Context: an optimization exercise on an open-source flow, tuned for small area, a short achievable clock period and few clock cycles per item. The choices shown serve that exercise and are no tape-out recipe.
In this exercise RTL edits were held to simulation tests only and were not proved equivalent to the original.
Power and IR drop assume default switching activity.

==> run P: inputs <==
Design streaming_top_n_selector, start of the top module:
module streaming_top_n_selector (
   input  logic        clock,
   input  logic        reset,
   input  logic        csr_we,
   input  logic [4:0]  csr_wdata,
   input  logic        req_tvalid,
   output logic        req_tready,
   input  logic [47:0] req_tdata,
   input  logic        req_tlast,
   output logic        rsp_tvalid,
   input  logic        rsp_tready,
   output logic [47:0] rsp_tdata,
   output logic        rsp_tlast
);
   logic [14:0] out_owner;
   logic [14:0] out_nb;
   logic [15:0] out_score;
   stns_dpath u_dpath (
      .clock      (clock),
      .reset      (reset),
      .csr_we     (csr_we),
      .csr_wdata  (csr_wdata),
      .in_valid   (req_tvalid),
      .in_ready   (req_tready),
      .in_owner   (req_tdata[14:0]),
      .in_nb      (req_tdata[29:15]),
      .in_score   (req_tdata[45:30]),
      .in_last    (req_tlast),
      .out_valid  (rsp_tvalid),
      .out_ready  (rsp_tready),
      .out_owner  (out_owner),
      .out_nb     (out_nb),
      .out_score  (out_score),
      .out_last   (rsp_tlast)
   );
   assign rsp_tdata = {2'b00, out_score, out_nb, out_owner};
endmodule
clock: 6.0 ns
lec_check: 0
cap_margin: 20
core_margin: 2
core_utilization: 40
slew_margin: 20
run.sh (not shown) runs the stock make flow with config.mk's settings and CLKGATE_MAP_FILE= SYNTH_SCRIPT=/design/flow/synth_recipe.tcl, a recipe that flattens the netlist after the stock synthesis.
==> run M: changes against run P <==
--- a/flow/design.v
+++ b/flow/design.v
@@ -68,16 +68,18 @@
    logic        em_last_ff;    
    logic [3:0]  pos_ff;        
    logic [15:0] x_sc;
    logic [14:0] x_nb;
    logic        x_last;
    logic [4:0]  x_k;           
    logic [14:0] run_own;
    logic [N-1:0] sel_ff;       
+   logic        room_ff;       
+   logic [3:0]  tg_v;          
    logic [15:0] sc [N];
    logic [14:0] nb [N];
    logic [3:0]  tg [N];        
    logic [N-1:0] tp;           
    logic        fin;
    logic        first;
    logic        proc;
    logic [4:0]  fe;
@@ -90,39 +92,41 @@
    logic [N-1:0] lt;           
    logic [N-1:0] eq;           
    logic [N-1:0] bef;          
    logic [N-1:0] head;         
    logic [N-1:0] later;        
    logic [N-1:0] vic;          
    logic [N-1:0] upto;         
    logic [N-1:0] lim;          
-   logic [3:0]  tg_v;
    logic [3:0]  tx;            
    logic        rep;
    logic        ins;           
    logic        rpl;           
    logic [N-1:0] we;
    logic [N-1:0] m_up;         
    logic [N-1:0] m_x;          
    logic [N-1:0] tp_nx;
    logic [N-1:0] tgt;          
    logic [N-1:0] sel_start;
    logic [N-1:0] sel_next;
    assign k_in = (top_n_ff == 5'd0) ? 5'd1 : (top_n_ff > 5'd16) ? 5'd16 : top_n_ff;
    assign x_sc   = in_score;
    assign x_nb   = in_nb;
    assign x_last = in_last;
    assign x_k    = k_in;
+   logic [4:0]  fill_d;
+   logic [4:0]  topn_d;
+   logic [4:0]  k_d;
    assign fin      = em_ff && out_ready && em_last_ff;
    assign first    = em_ff || (fill_ff == 5'd0);
    assign in_ready = !em_ff || fin;
    assign proc     = in_valid && in_ready;
    assign fe       = em_ff ? 5'd0 : fill_ff;
-   assign can_fill = fe < x_k;
+   assign can_fill = em_ff || room_ff;
    assign fill_nx  = can_fill ? fe + 5'd1 : fe;
    assign ovf_nx   = !em_ff && (ovf_ff || !can_fill);
    for (genvar i = 0; i < N; i++) begin : g_pos_dec
       assign inrun[i] = 5'(i) < fill_ff;
       assign valid[i] = !em_ff && inrun[i];
       assign tgt[i]   = 5'(i) == fe;
       assign head[i]  = inrun[i] && !tp[i];
    end
@@ -134,32 +138,80 @@
    end
    assign vic = head & ~later;
    always_comb begin
       upto[N-1] = vic[N-1];
       for (int i = N - 2; i >= 0; i--) begin
          upto[i] = upto[i+1] | vic[i];
       end
    end
-   always_comb begin
-      tg_v = '0;
-      for (int i = 0; i < N; i++) begin
-         tg_v = tg_v | (vic[i] ? tg[i] : 4'd0);
-      end
-   end
    assign tx = can_fill ? fe[3:0] : tg_v;
    for (genvar i = 0; i < N; i++) begin : g_cmp
       logic lt_i, eq_i;
       stns_cmp u_cmp (.a(sc[i]), .b(x_sc), .lt(lt_i), .eq(eq_i));
       assign lt[i]  = lt_i;
       assign eq[i]  = eq_i;
       assign bef[i] = valid[i] && !(can_fill ? lt_i : (vic[i] || !upto[i] || lt_i || (eq_i && (tg[i] > tx))));
       assign lim[i] = can_fill ? (5'(i) <= fe) : upto[i];
    end
    assign rep = |(vic & lt);
+   logic [N-1:0] lastpos;      
+   logic [N-1:0] nxt;          
+   logic [N-1:0] prv;          
+   logic [N-1:0] hb;           
+   logic [N-1:0] hb_later;
+   logic [N-1:0] gs;           
+   logic        x_lt_min;
+   logic        tp_next;
+   logic        has_g;
+   logic        g_lt;
+   logic        g_eq;
+   logic [3:0]  tg_q1;
+   logic [3:0]  tg_s;
+   logic [3:0]  tg_v_nx;
+   always_comb begin
+      for (int i = 0; i < N; i++) begin
+         lastpos[i] = inrun[i] && ((i == N - 1) || !inrun[i == N - 1 ? N - 1 : i+1]);
+         nxt[i]     = (i == 0) ? 1'b0 : vic[i == 0 ? 0 : i-1];
+         prv[i]     = (i == N - 1) ? 1'b0 : vic[i == N - 1 ? N - 1 : i+1];
+         hb[i]      = head[i] && upto[i] && !vic[i];
+      end
+      hb_later[N-1] = 1'b0;
+      for (int i = N - 2; i >= 0; i--) begin
+         hb_later[i] = hb_later[i+1] | hb[i+1];
+      end
+      gs       = hb & ~hb_later;
+      has_g    = |hb;
+      x_lt_min = !(|(lastpos & lt)) && !(|(lastpos & eq));
+      tp_next  = |(nxt & tp & inrun);
+      g_lt     = |(prv & lt);
+      g_eq     = |(prv & eq);
+      tg_q1    = '0;
+      tg_s     = '0;
+      for (int i = 0; i < N; i++) begin
+         tg_q1 = tg_q1 | (nxt[i] ? tg[i] : 4'd0);
+         tg_s  = tg_s | (gs[i] ? tg[i] : 4'd0);
+      end
+      tg_v_nx = tg_v;
+      if (first) begin
+         tg_v_nx = 4'd0;
+      end else if (can_fill) begin
+         if (x_lt_min) tg_v_nx = fe[3:0];
+      end else if (rep) begin
+         if (tp_next) begin
+            tg_v_nx = tg_q1;
+         end else if (has_g) begin
+            if (g_lt) begin
+               tg_v_nx = tg_s;
+            end else if (g_eq && (tg_s < tg_v)) begin
+               tg_v_nx = tg_s;
+            end
+         end
+      end
+   end
    assign ins = proc && can_fill;
    assign rpl = proc && !can_fill && rep;
    always_comb begin
       for (int i = 0; i < N; i++) begin
          m_x[i]  = (ins || rpl) && lim[i] && !bef[i] && ((i == 0) || bef[i == 0 ? 0 : i-1]);
          m_up[i] = (ins || rpl) && lim[i] && !bef[i] && (i != 0) && !bef[i == 0 ? 0 : i-1];
       end
       for (int i = 0; i < N; i++) begin
@@ -193,28 +245,36 @@
    always_comb begin
       for (int i = 0; i < N; i++) begin
          sel_start[i] = ovf_nx ? ((5'(i) < fill_nx) && ((m_x[i] ? tx : m_up[i] ? tg[i == 0 ? 0 : i-1] : tg[i]) == 4'd0))
                                : tgt[i];
          sel_next[i]  = ovf_ff ? (inrun[i] && (tg[i] == pos_ff + 4'd1))
                                : ((i == N - 1) ? 1'b0 : sel_ff[i == N - 1 ? N - 1 : i+1]);
       end
    end
+   assign topn_d = csr_we ? csr_wdata : top_n_ff;
+   assign k_d    = (topn_d == 5'd0) ? 5'd1 : (topn_d > 5'd16) ? 5'd16 : topn_d;
+   assign fill_d = proc ? fill_nx : fin ? 5'd0 : fill_ff;
    always_ff @(posedge clock) begin
+      if (proc) begin
+         tg_v <= tg_v_nx;
+      end
       if (reset) begin
+         room_ff    <= 1'b1;
          top_n_ff   <= stns_pkg::TOP_N_RST;
          fill_ff    <= '0;
          ovf_ff     <= 1'b0;
          em_ff      <= 1'b0;
          em_last_ff <= 1'b0;
          pos_ff     <= '0;
       end else begin
          if (csr_we) begin
             top_n_ff <= csr_wdata;
          end
+         room_ff <= fill_d < k_d;
          if (proc) begin
             fill_ff <= fill_nx;
             ovf_ff  <= ovf_nx;
          end else if (fin) begin
             fill_ff <= '0;
             ovf_ff  <= 1'b0;
          end
          if (proc && x_last) begin
==> run B: changes against run P <==
--- a/flow/design.v
+++ b/flow/design.v
@@ -68,16 +68,18 @@
    logic        em_last_ff;    
    logic [3:0]  pos_ff;        
    logic [15:0] x_sc;
    logic [14:0] x_nb;
    logic        x_last;
    logic [4:0]  x_k;           
    logic [14:0] run_own;
    logic [N-1:0] sel_ff;       
+   logic        room_ff;       
+   logic [3:0]  tg_v;          
    logic [15:0] sc [N];
    logic [14:0] nb [N];
    logic [3:0]  tg [N];        
    logic [N-1:0] tp;           
    logic        fin;
    logic        first;
    logic        proc;
    logic [4:0]  fe;
@@ -90,39 +92,41 @@
    logic [N-1:0] lt;           
    logic [N-1:0] eq;           
    logic [N-1:0] bef;          
    logic [N-1:0] head;         
    logic [N-1:0] later;        
    logic [N-1:0] vic;          
    logic [N-1:0] upto;         
    logic [N-1:0] lim;          
-   logic [3:0]  tg_v;
    logic [3:0]  tx;            
    logic        rep;
    logic        ins;           
    logic        rpl;           
    logic [N-1:0] we;
    logic [N-1:0] m_up;         
    logic [N-1:0] m_x;          
    logic [N-1:0] tp_nx;
    logic [N-1:0] tgt;          
    logic [N-1:0] sel_start;
    logic [N-1:0] sel_next;
    assign k_in = (top_n_ff == 5'd0) ? 5'd1 : (top_n_ff > 5'd16) ? 5'd16 : top_n_ff;
    assign x_sc   = in_score;
    assign x_nb   = in_nb;
    assign x_last = in_last;
    assign x_k    = k_in;
+   logic [4:0]  fill_d;
+   logic [4:0]  topn_d;
+   logic [4:0]  k_d;
    assign fin      = em_ff && out_ready && em_last_ff;
    assign first    = em_ff || (fill_ff == 5'd0);
    assign in_ready = !em_ff || fin;
    assign proc     = in_valid && in_ready;
    assign fe       = em_ff ? 5'd0 : fill_ff;
-   assign can_fill = fe < x_k;
+   assign can_fill = em_ff || room_ff;
    assign fill_nx  = can_fill ? fe + 5'd1 : fe;
    assign ovf_nx   = !em_ff && (ovf_ff || !can_fill);
    for (genvar i = 0; i < N; i++) begin : g_pos_dec
       assign inrun[i] = 5'(i) < fill_ff;
       assign valid[i] = !em_ff && inrun[i];
       assign tgt[i]   = 5'(i) == fe;
       assign head[i]  = inrun[i] && !tp[i];
    end
@@ -134,32 +138,80 @@
    end
    assign vic = head & ~later;
    always_comb begin
       upto[N-1] = vic[N-1];
       for (int i = N - 2; i >= 0; i--) begin
          upto[i] = upto[i+1] | vic[i];
       end
    end
-   always_comb begin
-      tg_v = '0;
-      for (int i = 0; i < N; i++) begin
-         tg_v = tg_v | (vic[i] ? tg[i] : 4'd0);
-      end
-   end
    assign tx = can_fill ? fe[3:0] : tg_v;
    for (genvar i = 0; i < N; i++) begin : g_cmp
       logic lt_i, eq_i;
       stns_cmp u_cmp (.a(sc[i]), .b(x_sc), .lt(lt_i), .eq(eq_i));
       assign lt[i]  = lt_i;
       assign eq[i]  = eq_i;
       assign bef[i] = valid[i] && !(can_fill ? lt_i : (vic[i] || !upto[i] || lt_i || (eq_i && (tg[i] > tx))));
       assign lim[i] = can_fill ? (5'(i) <= fe) : upto[i];
    end
    assign rep = |(vic & lt);
+   logic [N-1:0] lastpos;      
+   logic [N-1:0] nxt;          
+   logic [N-1:0] prv;          
+   logic [N-1:0] hb;           
+   logic [N-1:0] hb_later;
+   logic [N-1:0] gs;           
+   logic        x_lt_min;
+   logic        tp_next;
+   logic        has_g;
+   logic        g_lt;
+   logic        g_eq;
+   logic [3:0]  tg_q1;
+   logic [3:0]  tg_s;
+   logic [3:0]  tg_v_nx;
+   always_comb begin
+      for (int i = 0; i < N; i++) begin
+         lastpos[i] = inrun[i] && ((i == N - 1) || !inrun[i == N - 1 ? N - 1 : i+1]);
+         nxt[i]     = (i == 0) ? 1'b0 : vic[i == 0 ? 0 : i-1];
+         prv[i]     = (i == N - 1) ? 1'b0 : vic[i == N - 1 ? N - 1 : i+1];
+         hb[i]      = head[i] && upto[i] && !vic[i];
+      end
+      hb_later[N-1] = 1'b0;
+      for (int i = N - 2; i >= 0; i--) begin
+         hb_later[i] = hb_later[i+1] | hb[i+1];
+      end
+      gs       = hb & ~hb_later;
+      has_g    = |hb;
+      x_lt_min = !(|(lastpos & lt)) && !(|(lastpos & eq));
+      tp_next  = |(nxt & tp & inrun);
+      g_lt     = |(prv & lt);
+      g_eq     = |(prv & eq);
+      tg_q1    = '0;
+      tg_s     = '0;
+      for (int i = 0; i < N; i++) begin
+         tg_q1 = tg_q1 | (nxt[i] ? tg[i] : 4'd0);
+         tg_s  = tg_s | (gs[i] ? tg[i] : 4'd0);
+      end
+      tg_v_nx = tg_v;
+      if (first) begin
+         tg_v_nx = 4'd0;
+      end else if (can_fill) begin
+         if (x_lt_min) tg_v_nx = fe[3:0];
+      end else if (rep) begin
+         if (tp_next) begin
+            tg_v_nx = tg_q1;
+         end else if (has_g) begin
+            if (g_lt) begin
+               tg_v_nx = tg_s;
+            end else if (g_eq && (tg_s < tg_v)) begin
+               tg_v_nx = tg_s;
+            end
+         end
+      end
+   end
    assign ins = proc && can_fill;
    assign rpl = proc && !can_fill && rep;
    always_comb begin
       for (int i = 0; i < N; i++) begin
          m_x[i]  = (ins || rpl) && lim[i] && !bef[i] && ((i == 0) || bef[i == 0 ? 0 : i-1]);
          m_up[i] = (ins || rpl) && lim[i] && !bef[i] && (i != 0) && !bef[i == 0 ? 0 : i-1];
       end
       for (int i = 0; i < N; i++) begin
@@ -193,28 +245,36 @@
    always_comb begin
       for (int i = 0; i < N; i++) begin
          sel_start[i] = ovf_nx ? ((5'(i) < fill_nx) && ((m_x[i] ? tx : m_up[i] ? tg[i == 0 ? 0 : i-1] : tg[i]) == 4'd0))
                                : tgt[i];
          sel_next[i]  = ovf_ff ? (inrun[i] && (tg[i] == pos_ff + 4'd1))
                                : ((i == N - 1) ? 1'b0 : sel_ff[i == N - 1 ? N - 1 : i+1]);
       end
    end
+   assign topn_d = csr_we ? csr_wdata : top_n_ff;
+   assign k_d    = (topn_d == 5'd0) ? 5'd1 : (topn_d > 5'd16) ? 5'd16 : topn_d;
+   assign fill_d = proc ? fill_nx : fin ? 5'd0 : fill_ff;
    always_ff @(posedge clock) begin
+      if (proc) begin
+         tg_v <= tg_v_nx;
+      end
       if (reset) begin
+         room_ff    <= 1'b1;
          top_n_ff   <= stns_pkg::TOP_N_RST;
          fill_ff    <= '0;
          ovf_ff     <= 1'b0;
          em_ff      <= 1'b0;
          em_last_ff <= 1'b0;
          pos_ff     <= '0;
       end else begin
          if (csr_we) begin
             top_n_ff <= csr_wdata;
          end
+         room_ff <= fill_d < k_d;
          if (proc) begin
             fill_ff <= fill_nx;
             ovf_ff  <= ovf_nx;
          end else if (fin) begin
             fill_ff <= '0;
             ovf_ff  <= 1'b0;
          end
          if (proc && x_last) begin
- SETUP_SLACK_MARGIN: not set -> 1.0
==> run notes <==
Of run M and run P, run M has the higher synthesized area (gap 3.6%, measured against run P). Run M finished clean. Run P produced a clean layout. Run B went through all stages and came out clean. In sequential power, run B and run M hardly differ. Between run P and run M, the lower die area is in run P (gap about 3.4%, measured against run M). Power, lowest first: run P, run M, run B.
Testbench counts of run P, summed over its fixed seeds: cycles 7,666, items 5,341.
Testbench counts of run M, summed over its fixed seeds: cycles 7,666, items 5,341.
Testbench counts of run B, summed over its fixed seeds: cycles 7,666, items 5,341.

## afterwards: timing with drivers on the ports
The flow's constraints put no driver on any port. The routed layouts listed below were extracted and timed again, unchanged, in two steps.
Step 1, drivers: a clkbuf_16 drives clock and a buf_2 each remaining input, both assumed.
Step 2 times the ports against the registers' clock, not the clock port: input delays grow and output delays shrink by t, the midpoint of the rising clock arrivals with the driver on.
Slacks: ideal ports / drivers / drivers and shift; pairs: ideal ports / drivers.
run | t (ns) | setup slack, ns | cell pins on the clock port's net
run P | 0.718 | 0.203 / 0.203 / -0.227 | 1
run M | 0.736 | 0.281 / 0.281 / -0.170 | 1
run B | 0.729 | 0.962 / 0.962 / 0.360 | 1
With both steps, setup timing fails in run P and run M, where it was met with ideal ports. For run B, which loses most, drivers alone change the setup slack by 0.000 ns; drivers and shift together by -0.602 ns.
